This is an optimization exercise on Yosys and OpenROAD, whose aim is small area, not a production implementation. Where RTL was checked, it was by simulation tests only, not by an equivalence proof against the original.

==> 06-15 <==
Design anc_top, start of the top module:
module anc_top
(
    input  logic        clk,
    input  logic        rstn,
    input  logic        head_flag,
    input  anc_pkg::sample_t reff,
    input  anc_pkg::sample_t primary_a,
    input  anc_pkg::sample_t primary_b,
    output anc_pkg::sample_t dout,
    output logic        frame_done
);
==> module frame_sequencer, before the edit <==
module frame_sequencer
(
    input  logic       clk,
    input  logic       rstn,
    input  logic       head_flag,
    output logic       start,
    output logic       filter_en,
    output logic       update_en,
    output logic       out_load,
    output logic       last_upd
);
    logic [4:0] s;
    assign start     = (s == 5'd0) && head_flag;
    assign filter_en = (s >= 5'd2) && (s <= 5'd9);
    assign update_en = (s >= 5'd10) && (s <= 5'd17);
    assign out_load  = (s == 5'd10);
    assign last_upd  = (s == 5'd17);
    always_ff @(posedge clk or negedge rstn)
    begin
        if (!rstn)
            s <= 5'd0;
        else if (s == 5'd0)
        begin
            if (head_flag)
                s <= 5'd1;
        end
        else if (s == 5'd18)
        begin
            if (!head_flag)
                s <= 5'd0;
        end
        else
            s <= s + 5'd1;
    end
endmodule
==> module ref_delay_line, before the edit <==
module ref_delay_line
(
    input  logic               clk,
    input  logic               rstn,
    input  logic               start,
    input  logic signed [13:0] reff,
    input  logic [2:0]         ptr,
    output logic signed [13:0] x
);
    logic signed [13:0] taps [8];
    logic [3:0]         nf;
    always_ff @(posedge clk)
    begin
        if (start)
        begin
            taps[0] <= reff;
            for (int i = 1; i < 8; i++)
                taps[i] <= taps[i-1];
        end
    end
    always_ff @(posedge clk or negedge rstn)
    begin
        if (!rstn)
            nf <= 4'd0;
        else if (start && !nf[3])
            nf <= nf + 4'd1;
    end
    always_ff @(posedge clk)
        x <= (nf[3] || (ptr < nf[2:0])) ? taps[ptr] : 14'sd0;
endmodule
==> module lms_channel, before the edit <==
module lms_channel
(
    input  logic               clk,
    input  logic               start,
    input  logic               filter_en,
    input  logic               update_en,
    input  logic               wv,
    input  logic signed [13:0] primary,
    input  logic [6:0]         neg,
    input  logic [6:0]         one,
    input  logic [6:0]         two,
    output logic signed [13:0] err
);
    logic signed [15:0] w [8];
    logic signed [32:0] acc;
    logic signed [15:0] w_rd;
    logic signed [15:0] m;
    logic signed [32:0] addend;
    logic signed [32:0] t;
    logic signed [20:0] y;
    assign w_rd = wv ? w[0] : 16'sd0;
    assign y = ~acc[32:12];
    always_comb
    begin
        if (y[20:13] != {8{y[13]}})
            err = y[20] ? -14'sd8192 : 14'sd8191;
        else
            err = y[13:0];
    end
    assign m      = filter_en ? w_rd : (update_en ? 16'(err) : 16'sd0);
    assign addend = update_en ? {2'b00, w_rd, 15'd0} : acc;
    anc_mac mac_i (
        .m   (m),
        .neg (neg),
        .one (one),
        .two (two),
        .add (addend),
        .t   (t)
    );
    always_ff @(posedge clk)
    begin
        if (start)
            acc <= {{7{~primary[13]}}, ~primary, 12'd0};
        else if (filter_en)
            acc <= t;
    end
    always_ff @(posedge clk)
    begin
        w[0] <= w[7];
        w[1] <= update_en ? t[30:15] : w[0];
        for (int i = 2; i < 8; i++)
            w[i] <= w[i-1];
    end
endmodule
==> module anc_top, before the edit <==
module anc_top
(
    input  logic        clk,
    input  logic        rstn,
    input  logic        head_flag,
    input  anc_pkg::sample_t reff,
    input  anc_pkg::sample_t primary_a,
    input  anc_pkg::sample_t primary_b,
    output anc_pkg::sample_t dout,
    output logic        frame_done
);
    logic start, filter_en, update_en, out_load, last_upd;
    logic [2:0] ptr;
    logic signed [13:0] x;
    logic signed [13:0] err_a;
    logic signed [13:0] err_b;
    logic wv;
    logic [6:0] neg, one, two;
    for (genvar j = 0; j < 7; j++)
    begin : booth
        logic b2, b1, b0;
        assign b2     = x[2*j+1];
        assign b1     = x[2*j];
        assign b0     = (j == 0) ? 1'b0 : x[2*j-1];
        assign neg[j] = b2 & ~(b1 & b0);
        assign one[j] = b1 ^ b0;
        assign two[j] = (b2 & ~b1 & ~b0) | (~b2 & b1 & b0);
    end
    frame_sequencer seq_i (
        .clk       (clk),
        .rstn      (rstn),
        .head_flag (head_flag),
        .start     (start),
        .filter_en (filter_en),
        .update_en (update_en),
        .out_load  (out_load),
        .last_upd  (last_upd)
    );
    step_counter step_i (
        .clk (clk),
        .ptr (ptr)
    );
    ref_delay_line ref_i (
        .clk   (clk),
        .rstn  (rstn),
        .start (start),
        .reff  (reff),
        .ptr   (ptr),
        .x     (x)
    );
    always_ff @(posedge clk or negedge rstn)
    begin
        if (!rstn)
            wv <= 1'b0;
        else if (last_upd)
            wv <= 1'b1;
    end
    lms_channel chan_a (
        .clk       (clk),
        .start     (start),
        .filter_en (filter_en),
        .update_en (update_en),
        .wv        (wv),
        .primary   (primary_a),
        .neg       (neg),
        .one       (one),
        .two       (two),
        .err       (err_a)
    );
    lms_channel chan_b (
        .clk       (clk),
        .start     (start),
        .filter_en (filter_en),
        .update_en (update_en),
        .wv        (wv),
        .primary   (primary_b),
        .neg       (neg),
        .one       (one),
        .two       (two),
        .err       (err_b)
    );
    always_ff @(posedge clk or negedge rstn)
    begin
        if (!rstn)
        begin
            dout       <= '0;
            frame_done <= 1'b0;
        end
        else
        begin
            frame_done <= out_load;
            if (out_load)
                dout <= err_a + err_b;
        end
    end
endmodule
==> module step_counter, before the edit <==
module step_counter
(
    input  logic       clk,
    output logic [2:0] ptr
);
    always_ff @(posedge clk)
        ptr <= ptr + 3'd1;
endmodule
==> flow/config.mk <==
export PLATFORM = sky130hd
export DESIGN_NAME = anc_top
export DESIGN_NICKNAME = anc_top
export VERILOG_FILES = /design/flow/design.v
export SDC_FILE = /design/flow/constraint.sdc
export NUM_CORES = 4
export LEC_CHECK = 0
export CAP_MARGIN = 20
export CORE_MARGIN = 2
export CORE_UTILIZATION = 65
export SLEW_MARGIN = 20
==> flow/constraint.sdc <==
create_clock -name core_clock -period 12.0 [get_ports {clk}]
set_input_delay 2.4000 -clock core_clock [delete_from_list [all_inputs] [get_ports {clk}]]
set_output_delay 2.4000 -clock core_clock [all_outputs]
set_load 0.01 [all_outputs]
standard.sh (not shown) runs the stock make flow with config.mk's settings and CLKGATE_MAP_FILE= SYNTH_SCRIPT=/design/flow/synth_recipe.tcl, a recipe that flattens the netlist after the stock synthesis.
==> flow/flow/run.sh <==
#!/bin/bash
# Layout flow: the standard synthesis and layout, with these changes.
#  1. After the standard synthesis (unchanged), flow/invopt.py chooses signal
#     polarities to save inverters: full-adder cells are self-dual, xor2/xnor2
#     and and/or-type cells have complemented twins, and half adders can be
#     rebuilt from an xor and a 2-input gate. Registers are not touched.
#  2. The layout then runs with the smallest port buffers and a coarser
#     clock tree without dummy loads (flow/layout_args.sh).
# Each step writes its full output to a log file in this folder.
set -euo pipefail
R=orfs/results/sky130hd/anc_top/base
bash standard.sh synth > synth.log 2>&1
cp $R/1_2_yosys.v 1_2_yosys_standard.v
python3 flow/invopt.py 1_2_yosys_standard.v $R/1_2_yosys.v > invopt.log 2>&1
touch $R/1_2_yosys.v
source flow/layout_args.sh
bash standard.sh "${LAYOUT_ARGS[@]}" finish > layout.log 2>&1
Other scripts of this flow, unchanged in this note and not shown: flow/flow/invopt.py, flow/flow/layout_args.sh
==> 03-21 (differences from 06-15) <==
--- a/flow/design.v
+++ b/flow/design.v
@@ -28,13 +28,26 @@
     output logic       filter_en,
     output logic       update_en,
-    output logic       out_load,
-    output logic       last_upd
+    output logic       out_load
 );
     logic [4:0] s;
     assign start     = (s == 5'd0) && head_flag;
-    assign filter_en = (s >= 5'd2) && (s <= 5'd9);
-    assign update_en = (s >= 5'd10) && (s <= 5'd17);
+    logic       filt_q;
+    logic       upd_q;
+    assign filter_en = filt_q;
+    assign update_en = upd_q;
+    always_ff @(posedge clk or negedge rstn)
+    begin
+        if (!rstn)
+        begin
+            filt_q <= 1'b0;
+            upd_q  <= 1'b0;
+        end
+        else
+        begin
+            filt_q <= (s >= 5'd1) && (s <= 5'd8);       
+            upd_q  <= (s >= 5'd9) && (s <= 5'd16);      
+        end
+    end
     assign out_load  = (s == 5'd10);
-    assign last_upd  = (s == 5'd17);
     always_ff @(posedge clk or negedge rstn)
     begin
@@ -70,15 +83,25 @@
     input  logic signed [13:0] reff,
     input  logic [2:0]         ptr,
-    output logic signed [13:0] x
+    output logic signed [13:0] x,
+    output logic               wv
 );
-    logic signed [13:0] taps [8];
+    logic signed [13:0] ring [8];
+    logic signed [13:0] xin;
+    logic [2:0]         g;
     logic [3:0]         nf;
+    logic               ins;
+    assign ins = (ptr == ~g);
+    always_ff @(posedge clk)
+    begin
+        ring[0] <= ins ? xin : ring[7];
+        for (int i = 1; i < 8; i++)
+            ring[i] <= ring[i-1];
+    end
     always_ff @(posedge clk)
     begin
         if (start)
         begin
-            taps[0] <= reff;
-            for (int i = 1; i < 8; i++)
-                taps[i] <= taps[i-1];
+            xin <= reff;
+            g   <= g + 3'd1;
         end
     end
@@ -90,6 +113,14 @@
             nf <= nf + 4'd1;
     end
+    assign wv = nf[3] | nf[2] | nf[1];
     always_ff @(posedge clk)
-        x <= (nf[3] || (ptr < nf[2:0])) ? taps[ptr] : 14'sd0;
+    begin
+        if (!(nf[3] || (ptr < nf[2:0])))
+            x <= 14'sd0;
+        else if (ptr == 3'd0)
+            x <= xin;
+        else
+            x <= ring[g];
+    end
 endmodule
 module lms_channel
@@ -122,6 +153,6 @@
             err = y[13:0];
     end
-    assign m      = filter_en ? w_rd : (update_en ? 16'(err) : 16'sd0);
-    assign addend = update_en ? {2'b00, w_rd, 15'd0} : acc;
+    assign m      = filter_en ? w_rd : 16'(err);
+    assign addend = {acc[32:31], update_en ? w_rd : acc[30:15], update_en ? 15'd0 : acc[14:0]};
     anc_mac mac_i (
         .m   (m),
@@ -1339,5 +1370,5 @@
     output logic        frame_done
 );
-    logic start, filter_en, update_en, out_load, last_upd;
+    logic start, filter_en, update_en, out_load;
     logic [2:0] ptr;
     logic signed [13:0] x;
@@ -1363,6 +1394,5 @@
         .filter_en (filter_en),
         .update_en (update_en),
-        .out_load  (out_load),
-        .last_upd  (last_upd)
+        .out_load  (out_load)
     );
     step_counter step_i (
@@ -1376,13 +1406,7 @@
         .reff  (reff),
         .ptr   (ptr),
-        .x     (x)
+        .x     (x),
+        .wv    (wv)
     );
-    always_ff @(posedge clk or negedge rstn)
-    begin
-        if (!rstn)
-            wv <= 1'b0;
-        else if (last_upd)
-            wv <= 1'b1;
-    end
     lms_channel chan_a (
         .clk       (clk),
ABC_AREA = 1   (was default)
==> 12-05 (differences from 06-15) <==
--- a/flow/design.v
+++ b/flow/design.v
@@ -72,13 +72,22 @@
     output logic signed [13:0] x
 );
-    logic signed [13:0] taps [8];
+    logic signed [13:0] ring [8];
+    logic signed [13:0] xin;
+    logic [2:0]         g;
     logic [3:0]         nf;
+    logic               ins;
+    assign ins = (ptr == ~g);
+    always_ff @(posedge clk)
+    begin
+        ring[0] <= ins ? xin : ring[7];
+        for (int i = 1; i < 8; i++)
+            ring[i] <= ring[i-1];
+    end
     always_ff @(posedge clk)
     begin
         if (start)
         begin
-            taps[0] <= reff;
-            for (int i = 1; i < 8; i++)
-                taps[i] <= taps[i-1];
+            xin <= reff;
+            g   <= g + 3'd1;
         end
     end
@@ -91,5 +100,12 @@
     end
     always_ff @(posedge clk)
-        x <= (nf[3] || (ptr < nf[2:0])) ? taps[ptr] : 14'sd0;
+    begin
+        if (!(nf[3] || (ptr < nf[2:0])))
+            x <= 14'sd0;
+        else if (ptr == 3'd0)
+            x <= xin;
+        else
+            x <= ring[g];
+    end
 endmodule
 module lms_channel
@@ -122,5 +138,5 @@
             err = y[13:0];
     end
-    assign m      = filter_en ? w_rd : (update_en ? 16'(err) : 16'sd0);
+    assign m      = filter_en ? w_rd : 16'(err);
     assign addend = update_en ? {2'b00, w_rd, 15'd0} : acc;
     anc_mac mac_i (
==> 08-06 (differences from 06-15) <==
--- a/flow/design.v
+++ b/flow/design.v
@@ -33,6 +33,21 @@
     logic [4:0] s;
     assign start     = (s == 5'd0) && head_flag;
-    assign filter_en = (s >= 5'd2) && (s <= 5'd9);
-    assign update_en = (s >= 5'd10) && (s <= 5'd17);
+    logic       filt_q;
+    logic       upd_q;
+    assign filter_en = filt_q;
+    assign update_en = upd_q;
+    always_ff @(posedge clk or negedge rstn)
+    begin
+        if (!rstn)
+        begin
+            filt_q <= 1'b0;
+            upd_q  <= 1'b0;
+        end
+        else
+        begin
+            filt_q <= (s >= 5'd1) && (s <= 5'd8);       
+            upd_q  <= (s >= 5'd9) && (s <= 5'd16);      
+        end
+    end
     assign out_load  = (s == 5'd10);
     assign last_upd  = (s == 5'd17);
@@ -58,8 +73,14 @@
 (
     input  logic       clk,
+    input  logic       rstn,
     output logic [2:0] ptr
 );
-    always_ff @(posedge clk)
-        ptr <= ptr + 3'd1;
+    always_ff @(posedge clk or negedge rstn)
+    begin
+        if (!rstn)
+            ptr <= 3'd0;
+        else
+            ptr <= ptr + 3'd1;
+    end
 endmodule
 module ref_delay_line
@@ -72,14 +93,27 @@
     output logic signed [13:0] x
 );
-    logic signed [13:0] taps [8];
+    logic signed [13:0] ring [8];
+    logic signed [13:0] xin;
+    logic [2:0]         g;
     logic [3:0]         nf;
+    logic               ins;
+    assign ins = (ptr == ~g);
+    always_ff @(posedge clk)
+    begin
+        ring[0] <= ins ? xin : ring[7];
+        for (int i = 1; i < 8; i++)
+            ring[i] <= ring[i-1];
+    end
     always_ff @(posedge clk)
     begin
         if (start)
-        begin
-            taps[0] <= reff;
-            for (int i = 1; i < 8; i++)
-                taps[i] <= taps[i-1];
-        end
+            xin <= reff;
+    end
+    always_ff @(posedge clk or negedge rstn)
+    begin
+        if (!rstn)
+            g <= 3'd0;
+        else if (start)
+            g <= g + 3'd1;
     end
     always_ff @(posedge clk or negedge rstn)
@@ -91,5 +125,12 @@
     end
     always_ff @(posedge clk)
-        x <= (nf[3] || (ptr < nf[2:0])) ? taps[ptr] : 14'sd0;
+    begin
+        if (!(nf[3] || (ptr < nf[2:0])))
+            x <= 14'sd0;
+        else if (ptr == 3'd0)
+            x <= xin;
+        else
+            x <= ring[g];
+    end
 endmodule
 module lms_channel
@@ -122,5 +163,5 @@
             err = y[13:0];
     end
-    assign m      = filter_en ? w_rd : (update_en ? 16'(err) : 16'sd0);
+    assign m      = filter_en ? w_rd : 16'(err);
     assign addend = update_en ? {2'b00, w_rd, 15'd0} : acc;
     anc_mac mac_i (
@@ -1367,6 +1408,7 @@
     );
     step_counter step_i (
-        .clk (clk),
-        .ptr (ptr)
+        .clk  (clk),
+        .rstn (rstn),
+        .ptr  (ptr)
     );
     ref_delay_line ref_i (
ABC_AREA = 1   (was default)
==> impl_metrics.yaml <==
layout:
  seqCellArea_um2: 11200
  nonClockBufferCount: 110
  stdcell_area_um2: 28000
  final_util: 0.688
setup_path:
  crit_end: "chan_b.acc[26]$_DFFE_PP_"
  r2r_start: "chan_b.acc[32]$_DFFE_PP_"
  reg2reg_to: "chan_b.acc[26]$_DFFE_PP_"
detailed_routing:
  num_vias: 18300
floorplanning:
  rows: 74
grt:
  use_met2: 0.481
timing:
  fin_skew_ns: 0.101
  timing.final.crit_share: 0.961
run_status:
  outcome: "no timing/DRC/antenna violations"
the above is filed under 06-15

==> impl_metrics.yaml <==
setup_path:
  reg2reg_to: "chan_a.acc[30]$_DFFE_PP_"
floorplanning:
  rows: 73
timing:
  fin_skew_ns: 0.123
  timing.final.crit_share: 0.958
grt:
  use_met2: 0.521
detailed_routing:
  num_vias: 18400
layout:
  final_util: 0.695
  seqCellArea_um2: 10600
run_status:
  outcome: "no timing/DRC/antenna violations"
the above is filed under 03-21

==> impl_metrics.yaml <==
run_status:
  outcome: "no timing/DRC/antenna violations"
layout:
  stdcell_area_um2: 27600
  final_util: 0.694
  seqCellArea_um2: 10600
  nonClockBufferCount: 127
grt:
  use_met2: 0.532
setup_path:
  crit_end: "chan_a.acc[32]$_DFFE_PP_"
  slowest_delay_ns: 0.51
  reg2reg_to: "chan_a.acc[32]$_DFFE_PP_"
floorplanning:
  rows: 73
timing:
  timing.final.crit_share: 0.960
detailed_routing:
  drc: 0
the above is filed under 12-05

==> impl_metrics.yaml <==
layout:
  nonClockBufferCount: 116
  seqCellArea_um2: 10600
  stdcell_area_um2: 27600
timing:
  fin_skew_ns: 0.136
worst_hold_path:
  min_path_cells: 0
  hp-class: "register to register"
floorplanning:
  rows: 73
setup_path:
  crit_end: "chan_a.acc[22]$_DFFE_PP_"
  r2r_start: "chan_a.acc[25]$_DFFE_PP_"
  arrival_ns: 11.82
clock_network:
  cts_resized: 0
run_status:
  outcome: "no timing/DRC/antenna violations"
detailed_routing:
  num_vias: 18500
the above is filed under 08-06

Only the layout flow was run in 03-21; the RTL was not checked for function there.

==> what the ideal ports hide <==
How much do the figures lean on ideal ports? The routed layouts below were timed once more, with nothing changed but the port constraints. Step 1, drivers: a clkbuf_16 drives clk and a buf_2 each remaining input, both assumed. Step 2 times the ports against the registers' clock, not the clock port: input delays grow and output delays shrink by t, the midpoint of the rising clock arrivals with the driver on. Three values: ideal, step 1, step 2; two values: the first two.
run | shift t [ns] | setup slack, ns | worst data-port slew with drivers (ns)
06-15 | 0.628 | 0.465 / 0.465 / 0.465 | 0.14
03-21 | 0.625 | 0.501 / 0.501 / 0.501 | 0.04
12-05 | 0.627 | 0.485 / 0.485 / 0.485 | 0.06
08-06 | 0.611 | 0.489 / 0.489 / 0.489 | 0.05
After both steps setup and hold are still met in every run listed.
